Source: an optimization exercise on an open RTL-to-GDS flow (aim: small area, a short achievable clock period and few clock cycles per item). Production flows keep margins and buffers that such runs may drop.
Where RTL was checked, it was by simulation tests only, not by an equivalence proof against the original.

## tundra
## pe_requant
module pe_requant #(
    parameter int ACC_W  = 32,
    parameter int MULT_W = 16,
    parameter int CNT_W  = 16
) (
    input  logic              clk,
    input  logic              rst_n,
    input  logic              in_valid,
    output logic              in_ready,
    input  logic [ACC_W-1:0]  in_acc,
    input  logic [ACC_W-1:0]  in_bias,
    input  logic              in_last,
    output logic              out_valid,
    input  logic              out_ready,
    output logic [7:0]        out_data,
    output logic              out_last,
    input  logic              cfg_we,
    input  logic [MULT_W-1:0] cfg_mult,
    input  logic [4:0]        cfg_shift,
    input  logic [7:0]        cfg_zp,
    output logic              busy,
    output logic [CNT_W-1:0]  out_count
);
Size in the first run: ~2400 cells after synthesis, ~23000 um^2 of cells after synthesis.
export LEC_CHECK = 0
export ABC_CLOCK_PERIOD_IN_PS = 4400
export CAP_MARGIN = 20
export CORE_MARGIN = 2
export CORE_UTILIZATION = 55
export CTS_BUF_LIST = sky130_fd_sc_hd__clkbuf_4 sky130_fd_sc_hd__clkbuf_8
export CTS_CLUSTER_SIZE = 30
export SETUP_SLACK_MARGIN = 5.0
export SLEW_MARGIN = 20
export SYNTH_HIERARCHICAL = 1
export SYNTH_MINIMUM_KEEP_SIZE = 0
create_clock -name core_clock -period 9.0 [get_ports {clk}]
standard.sh (not shown) runs the stock make flow with config.mk's settings and CLKGATE_MAP_FILE= SYNTH_SCRIPT=/design/flow/synth_recipe.tcl, a recipe that flattens the netlist after the stock synthesis.
==> flow/flow/run.sh <==
#!/bin/bash
# Standard layout, with plain buffers (not delay buffers) on the ports and a
# clock tree without dummy loads.
export BUFFER_PORTS_ARGS="-buffer_cell sky130_fd_sc_hd__buf_1"
export CTS_ARGS="-sink_clustering_enable -repair_clock_nets -dont_use_dummy_load -sink_clustering_size 16 -sink_clustering_max_diameter 70 -buf_list {sky130_fd_sc_hd__clkbuf_8}"
bash standard.sh > standard.log 2>&1
Testbench counts of tundra, summed over its fixed seeds: cycles 11,268, items 10,948.
Relative to tundra, the following input files were edited for harbor:
--- a/flow/design.v
+++ b/flow/design.v
@@ -1078,91 +1078,88 @@
         win    = cfg_shift_q[0] ? w2[10:1]  : w2[9:0];
         hmask  = {31{1'b1}} << cfg_shift_q;       
         sgn    = p[W-1];
         z_fix  = ~|p[48:39];
         o_fix  = &p[48:39];
         z_vlo  = ~|(p[23:8] & hmask[15:0]);
         o_vlo  = &(p[23:8] | ~hmask[15:0]);
         z_vhi  = ~|(p[38:24] & hmask[30:16]);
         o_vhi  = &(p[38:24] | ~hmask[30:16]);
     end
-    logic       r3_last, r3_sgn, r3_zfix, r3_ofix, r3_zvlo, r3_ovlo, r3_zvhi, r3_ovhi;
+    logic       r3_last, r3_sgn, r3_z, r3_o;
     logic [9:0] r3_win;
     always_ff @(posedge clk) begin
         r3_last <= s2_last;
         r3_sgn  <= sgn;
-        r3_zfix <= z_fix;
-        r3_ofix <= o_fix;
-        r3_zvlo <= z_vlo;
-        r3_ovlo <= o_vlo;
-        r3_zvhi <= z_vhi;
-        r3_ovhi <= o_vhi;
+        r3_z    <= z_fix && z_vlo && z_vhi;
+        r3_o    <= o_fix && o_vlo && o_vhi;
         r3_win  <= win;
     end
     logic signed [9:0] v;
     logic [7:0]        res;
     logic [8:0]        r3_dat;            
     always_comb begin
         v = $signed({r3_win[9], r3_win[9:1]}) + $signed({9'd0, r3_win[0]})
           + $signed({2'b00, cfg_zp_q});
-        if (!((r3_zfix && r3_zvlo && r3_zvhi) || (r3_ofix && r3_ovlo && r3_ovhi)))
+        if (!(r3_z || r3_o))
                                 res = r3_sgn ? 8'd0 : 8'd255;
         else if (v[9])          res = 8'd0;
         else if (v[8])          res = 8'd255;
         else                    res = v[7:0];
     end
     assign r3_dat = {r3_last, res};
-    logic [NH-1:0] h_vld, nh_vld;
+    logic [NH-1:0] h_vld;                 
     logic [8:0]    h_dat [NH];
-    assign out_valid = h_vld[0];
-    assign out_data  = h_dat[0][7:0];
-    assign out_last  = h_dat[0][8];
-    assign pop       = h_vld[0] && out_ready;
-    always_comb begin
-        if (r3_vld && !pop)      nh_vld = {h_vld[NH-2:0], 1'b1};
-        else if (!r3_vld && pop) nh_vld = {1'b0, h_vld[NH-1:1]};
-        else                     nh_vld = h_vld;
-    end
+    logic [1:0]    h_wp, h_rp;
+    assign out_valid = h_vld[h_rp];
+    assign out_data  = h_dat[h_rp][7:0];
+    assign out_last  = h_dat[h_rp][8];
+    assign pop       = out_valid && out_ready;
     always_ff @(posedge clk) begin
-        for (int k = 0; k < NH; k++) begin
-            if (pop) begin
-                if (k < NH - 1 && h_vld[k+1]) h_dat[k] <= h_dat[k+1];
-                else                          h_dat[k] <= r3_dat;
-            end else begin
-                if (h_vld[k])                 h_dat[k] <= h_dat[k];
-                else                          h_dat[k] <= r3_dat;
+        for (int k = 0; k < NH; k++)
+            if (r3_vld && h_wp == 2'(k)) h_dat[k] <= r3_dat;
+    end
+    always_ff @(posedge clk or negedge rst_n) begin
+        if (!rst_n) begin
+            h_vld <= '0;
+            h_wp  <= 2'd0;
+            h_rp  <= 2'd0;
+        end else begin
+            for (int k = 0; k < NH; k++) begin
+                if (r3_vld && h_wp == 2'(k))   h_vld[k] <= 1'b1;
+                else if (pop && h_rp == 2'(k)) h_vld[k] <= 1'b0;
             end
+            if (r3_vld) h_wp <= h_wp + 2'd1;
+            if (pop)    h_rp <= h_rp + 2'd1;
         end
     end
     logic [NH-1:0] fl_q, fl_nxt;
     logic          fl_inc, fl_dec;
     assign fl_inc = in_fire && !pop;
     assign fl_dec = pop && !in_fire;
     always_comb begin
         if (fl_inc)      fl_nxt = {fl_q[NH-2:0], 1'b1};
         else if (fl_dec) fl_nxt = {1'b0, fl_q[NH-1:1]};
         else             fl_nxt = fl_q;
     end
     assign room_q = !fl_q[NH-1];
     assign any_q  = fl_q[0];
     always_ff @(posedge clk or negedge rst_n) begin
         if (!rst_n) begin
             s1_vld <= 1'b0;
             s2_vld <= 1'b0;
             r3_vld <= 1'b0;
-            h_vld  <= '0;
             fl_q   <= '0;
         end else begin
             s1_vld <= in_fire;
             s2_vld <= s1_vld;
             r3_vld <= s2_vld;
-            h_vld  <= nh_vld;
             fl_q   <= fl_nxt;
         end
     end
     logic [17:0] mx;
     logic [NDIG-1:0] bone_n;
     logic [NDIG-2:0] btwo_n, bneg_n;
     assign mx = {2'b00, cfg_mult};
     always_comb begin
         for (int j = 0; j < NDIG; j++) begin
             logic m2, m1, m0;
Per the comparison of harbor with tundra, number of buffers outside the clock class in the layout picked up an extra 28, synthesis-to-layout area growth picked up an extra 2.7 points. tundra ended up with nand2b_1 as its critical path's slowest cell; harbor ended up with nor4_4. Count of buffers added by post-CTS timing repair for setup in harbor vs tundra: up 15. Relative to tundra, multi-input combinational cell count has gone down in harbor. harbor against tundra: met3 usage in global routing picked up an extra 0.64 points; number of antenna cells inserted has increased.
Only the layout flow was run in harbor; the RTL was not checked for function there.


pe_requant, a different RTL version from the one above (not shown whole).
Size in the first run: roughly 230 flip-flops, roughly 130 I/O pins, about 22000 um2 of cells after synthesis.
export LEC_CHECK = 0
export ABC_CLOCK_PERIOD_IN_PS = 4400
export CAP_MARGIN = 20
export CORE_MARGIN = 2
export CORE_UTILIZATION = 55
export CTS_BUF_LIST = sky130_fd_sc_hd__clkbuf_4 sky130_fd_sc_hd__clkbuf_8
export CTS_CLUSTER_SIZE = 30
export SETUP_SLACK_MARGIN = 5.0
export SLEW_MARGIN = 20
export SYNTH_HIERARCHICAL = 1
export SYNTH_MINIMUM_KEEP_SIZE = 0
create_clock -name core_clock -period 9.0 [get_ports {clk}]
Scripts as last shown in full above: flow/flow/run.sh
The baseline completed without violations.
Rerun with:
--- a/flow/design.v
+++ b/flow/design.v
@@ -16,31 +16,29 @@
     output logic              out_last,
     input  logic              cfg_we,
     input  logic [MULT_W-1:0] cfg_mult,
     input  logic [4:0]        cfg_shift,
     input  logic [7:0]        cfg_zp,
     output logic              busy,
     output logic [CNT_W-1:0]  out_count
 );
     localparam int SUM_W = ACC_W + 1;    
     localparam int W     = 41;           
     localparam int NDIG  = 9;            
     localparam int NH    = 4;            
-    logic [MULT_W-1:0] cfg_mult_q;
-    logic [NDIG-1:0] bone;                
-    logic [NDIG-2:0] btwo, bneg;          
+    logic [NDIG-1:0] bone;
+    logic [NDIG-2:0] btwo, bneg;
     logic [4:0]      cfg_shift_q;
     logic [7:0]      cfg_zp_q;
     logic [7:0]      cfg_big_q;           
-    always_comb for (int k = 0; k < 8; k++) cfg_big_q[k] = |(cfg_mult_q >> (15 - k));
     logic        s1_vld, s2_vld, r3_vld;
     logic        s1_last, s2_last;
     logic        room_q;                  
     logic        any_q;                   
     logic        in_fire, pop, cfg_apply;
     assign in_ready  = room_q || out_ready;
     assign in_fire   = in_valid && in_ready;
     assign busy      = any_q || in_valid;
     assign cfg_apply = cfg_we && !busy;
     logic [SUM_W-1:0] s1_sum;
     logic [SUM_W-1:0] a1_a, a1_b, a1_s;
     assign a1_a = {in_acc[ACC_W-1], in_acc};
@@ -1043,47 +1041,55 @@
             s1_vld <= 1'b0;
             s2_vld <= 1'b0;
             r3_vld <= 1'b0;
             fl_q   <= '0;
         end else begin
             s1_vld <= in_fire;
             s2_vld <= s1_vld;
             r3_vld <= s2_vld;
             fl_q   <= fl_nxt;
         end
     end
     logic [17:0] mx;
-    assign mx = {2'b00, cfg_mult_q};
+    logic [NDIG-1:0] bone_n;
+    logic [NDIG-2:0] btwo_n, bneg_n;
+    assign mx = {2'b00, cfg_mult};
     always_comb begin
         for (int j = 0; j < NDIG; j++) begin
             logic m2, m1, m0;
             m2 = mx[2*j+1];
             m1 = mx[2*j];
             m0 = (j == 0) ? 1'b0 : mx[2*j-1];
-            bone[j] = m1 ^ m0;
+            bone_n[j] = m1 ^ m0;
             if (j < NDIG - 1) begin
-                btwo[j] = (m2 & ~m1 & ~m0) | (~m2 & m1 & m0);
-                bneg[j] = m2 & ~(m1 & m0);
+                btwo_n[j] = (m2 & ~m1 & ~m0) | (~m2 & m1 & m0);
+                bneg_n[j] = m2 & ~(m1 & m0);
             end
         end
     end
     always_ff @(posedge clk or negedge rst_n) begin
         if (!rst_n) begin
-            cfg_mult_q  <= MULT_W'(1);
+            bone        <= NDIG'(1);         
+            btwo        <= '0;
+            bneg        <= '0;
             cfg_shift_q <= 5'd0;
             cfg_zp_q    <= 8'd0;
+            cfg_big_q   <= 8'd0;
         end else if (cfg_apply) begin
-            cfg_mult_q  <= cfg_mult;
+            bone        <= bone_n;
+            btwo        <= btwo_n;
+            bneg        <= bneg_n;
             cfg_shift_q <= cfg_shift;
             cfg_zp_q    <= cfg_zp;
+            for (int k = 0; k < 8; k++) cfg_big_q[k] <= |(cfg_mult >> (15 - k));
         end
     end
     always_ff @(posedge clk or negedge rst_n) begin
         if (!rst_n) begin
             out_count <= '0;
         end else if (cfg_apply) begin
             out_count <= '0;
         end else if (pop) begin
             out_count <= out_count + CNT_W'(1);
         end
     end
 endmodule
Wire length goes down by 9.4%.
Non-clock buffer count decreases by 29.
Hold slack is better by 0.0094 ns.
Via count decreases by 4.7%.
Design area drops by 3.4%.
Register-to-register slack is better by 0.04 ns.
Die area falls by 0.35%.
Synthesized area shrinks by 0.36%.
Testbench counts after the change, summed over its fixed seeds: cycles 11,268, items 10,948.
No functional check of the RTL was part of the first run of this note.

## what the ideal ports hide
The flow's constraints put no driver on any port. The routed layouts listed below were extracted and timed again, unchanged, in two steps.
Step 1 (the two cells are an assumption about what drives the block):
set clk [get_ports {clk}]
set_driving_cell -lib_cell sky130_fd_sc_hd__clkbuf_16 $clk
set_driving_cell -lib_cell sky130_fd_sc_hd__buf_2 [delete_from_list [all_inputs] $clk]
Step 2 moves the port delays by t, midway between the first and last clock arrival at a register: inputs arrive t later, outputs are due t later. That takes back most of the time a late clock gives input paths.
a / b / c = no drivers / after step 1 / after step 2; a / b = the first two.
run | t (ns) | slack for setup (ns) | slew at the worst register clock pin (ns) | worst data-port slew with drivers (ns) | cell pins on the clock port's net
tundra | 0.639 | 5.006 / 4.984 / 4.592 | 0.10 / 0.10 | 0.06 | 1
harbor | 0.627 | 4.719 / 4.719 / 4.514 | 0.10 / 0.10 | 0.11 | 1
the first run of note 2 | 0.644 | 4.953 / 4.926 / 4.585 | 0.10 / 0.10 | 0.05 | 1
the second run of note 2 | 0.621 | 5.045 / 5.022 / 4.523 | 0.10 / 0.10 | 0.06 | 1
After both steps every run listed still meets setup and hold. For the second run of note 2, which loses most, drivers alone change the setup slack by -0.023 ns; drivers and shift together by -0.522 ns.
